Context: an optimization exercise on an open-source flow, tuned for small area, a short achievable clock period and few clock cycles. The choices shown serve that exercise and are no tape-out recipe.
In this exercise RTL edits were held to simulation tests only and were not proved equivalent to the original.
No activity file was given, so power comes from the tool's default toggle rates.

Setup of sierra:
// fifo_icache_fetch_decode
module fifo_icache_fetch_decode
(
   input  wire logic        clock,
   input  wire logic        reset,
   input  wire logic        start,
   output logic             busy,
   input  wire logic        req_opcode,
   input  wire logic [31:0] req_fetch_address,
   input  wire logic [31:0] req_memory_word,
   output logic             rsp_valid,
   output logic             rsp_hit,
   output logic [31:0]      rsp_instruction,
   output logic [5:0]       rsp_major_op,
   output logic             rsp_imm_flag,
   output logic             rsp_branch_mode,
   output logic [3:0]       rsp_reg_a,
   output logic [3:0]       rsp_reg_b,
   output logic [3:0]       rsp_reg_c,
   output logic [15:0]      rsp_immediate
);
   localparam int N      = fifd_pkg::CACHE_ENTRIES;
   localparam int SLOT_W = fifd_pkg::SLOT_W;
   logic              fill_accept;
   logic [SLOT_W-1:0] slot_ff;
   logic [N-1:0]      match;
   logic [N-1:0]      wr_en;
   logic [N-1:0]      s1_sel;
   logic              s1_valid;
   logic [N-1:0][31:0] words;
   logic [N-1:0]      first;
   logic [31:0]       read_word;
   logic              out_valid;
   logic              out_hit;
   logic [31:0]       out_word;
   assign busy        = 1'b0;
  ...
clock: 5.0 ns
lec_check: 0
cap_margin: 20
core_margin: 2
core_utilization: 65
cts_cluster_diameter: 60
cts_cluster_size: 32
setup_slack_margin: 2.85
slew_margin: 20
run.sh (not shown) runs the stock make flow with config.mk's settings and CLKGATE_MAP_FILE= SYNTH_SCRIPT=/design/flow/synth_recipe.tcl, a recipe that flattens the netlist after the stock synthesis.
Testbench counts of sierra, summed over its fixed seeds: cycles 12,016.
Modified inputs, fjord compared to sierra
Settings: CTS_CLUSTER_DIAMETER: 60 -> unset; CTS_CLUSTER_SIZE: 32 -> unset; SETUP_SLACK_MARGIN: 2.85 -> 3.0.
## What came out
fjord has less setup slack than sierra. fjord against sierra: total wire length after detailed routing climbed 5100 um; clock period minus final worst setup slack climbed 150 ps; static leakage climbed 7.2%; total of plain and repair buffers excluding clock buffers climbed about 7%.
Here is what was changed in the inputs of garnet compared with fjord.
Settings: CAP_MARGIN now 0, was 20; SETUP_SLACK_MARGIN now 2.8, was 3.0; SLEW_MARGIN now 0, was 20.
Findings:
- Against fjord, garnet comes in 3.5 points lower on signed area change from the synthesized netlist to the final layout.
- Going from fjord to garnet, net switching power shrank slightly.
- Total power down about 1% in garnet wrt fjord
- garnet contains fewer vias than fjord.
- A category of the most critical setup path of in -> reg is what garnet shows, while reg -> reg belongs to fjord.
- When the final numbers for garnet and fjord were put side by side, the largest stage delay on the critical path turned out to be smaller in garnet.
- A beginning of the critical path of s1_sel[1] is what fjord shows, while req_opcode belongs to garnet.
Input-level comparison between cedar and garnet:
Settings: CTS_CLUSTER_DIAMETER newly set to 40; CAP_MARGIN changed from 0 to 20; CORE_UTILIZATION changed from 65 to 40; SLEW_MARGIN changed from 0 to 20; SETUP_SLACK_MARGIN changed from 2.8 to 2.7; CTS_BUF_LIST newly set to sky130_fd_sc_hd__clkbuf_8; CTS_CLUSTER_SIZE newly set to 16.
- garnet finished all stages; the layout is clean.
- Every stage of the flow completed for cedar, and the final layout passed the timing, DRC and antenna checks.
- cedar vs garnet — clock transition at the registers of the reported paths rose 20 ps.
- Looking at slowest cell on the critical path, the dfxtp_4 result is from cedar; the clkdlybuf4s50_1 one comes from garnet.
- Of the two candidates, garnet has the better global-route wire length before repair and cedar the worse one.
- Compared with garnet, cedar is the less power-hungry design.
- Delta (cedar minus garnet): floorplan die width has increased; post-route cell area shows no meaningful change.
- cedar ends up with lower worst setup slack than garnet does.
- The proportion of cell area occupied by registers was comparable across garnet and cedar.
- On clock-buffer cell count: cedar sits below garnet.
- There was hardly any difference in multi-input combinational gate total between cedar and garnet.
- cedar vs garnet — path length in cells of the critical path dropped 6.
diff inputs: cedar => onyx
Settings: CORE_UTILIZATION: 40 -> 80; CTS_CLUSTER_SIZE: 16 -> unset; CTS_BUF_LIST: sky130_fd_sc_hd__clkbuf_8 -> unset; SETUP_SLACK_MARGIN: 2.7 -> 2.8; CTS_CLUSTER_DIAMETER: 40 -> unset.
--- outcome ---
- Although it ran to completion, onyx produced a layout that fails the final checks because of slew limit.
- Taking cedar as the reference point, the global router's overall resource usage of onyx rises by 26 points.
- Diff cedar -> onyx: final cell count down about 17%, design area down 220 um^2, combinational share of power up 0.9 points.

afterwards: timing with drivers on the ports:
No port has a modelled driver above. Below, the same layouts with a new extraction and two added sets of constraints. Step 1 (the two cells are an assumption about what drives the block):
set clk [get_ports {clock}]
set_driving_cell -lib_cell sky130_fd_sc_hd__clkbuf_16 $clk
set_driving_cell -lib_cell sky130_fd_sc_hd__buf_2 [delete_from_list [all_inputs] $clk]
Step 2, shift: input delay + t, output delay - t, t = (earliest + latest rising clock arrival at the registers) / 2. This alone moves slack from input paths to output paths. a / b / c = ideal / step 1 / step 2; a / b = the first two.
run | shift t [ns] | setup slack, ns | clock arrival spread, ns | slew at the worst register clock pin (ns) | pins driven straight from the clock port
sierra | 0.704 | 2.749 / 2.681 / 2.214 | 0.044 / 0.044 | 0.12 / 0.12 | 1
fjord | 0.718 | 2.602 / 2.602 / 2.332 | 0.040 / 0.039 | 0.07 / 0.07 | 1
garnet | 0.716 | 2.804 / 2.762 / 2.103 | 0.031 / 0.031 | 0.07 / 0.07 | 1
cedar | 0.895 | 2.639 / 2.573 / 1.863 | 0.060 / 0.059 | 0.10 / 0.10 | 1
onyx | 0.762 | 1.461 / 1.461 / 1.461 | 0.070 / 0.070 | 0.10 / 0.10 | 1
The setup slack of cedar, which loses most, moves by -0.066 ns with the drivers and by -0.776 ns with both steps.
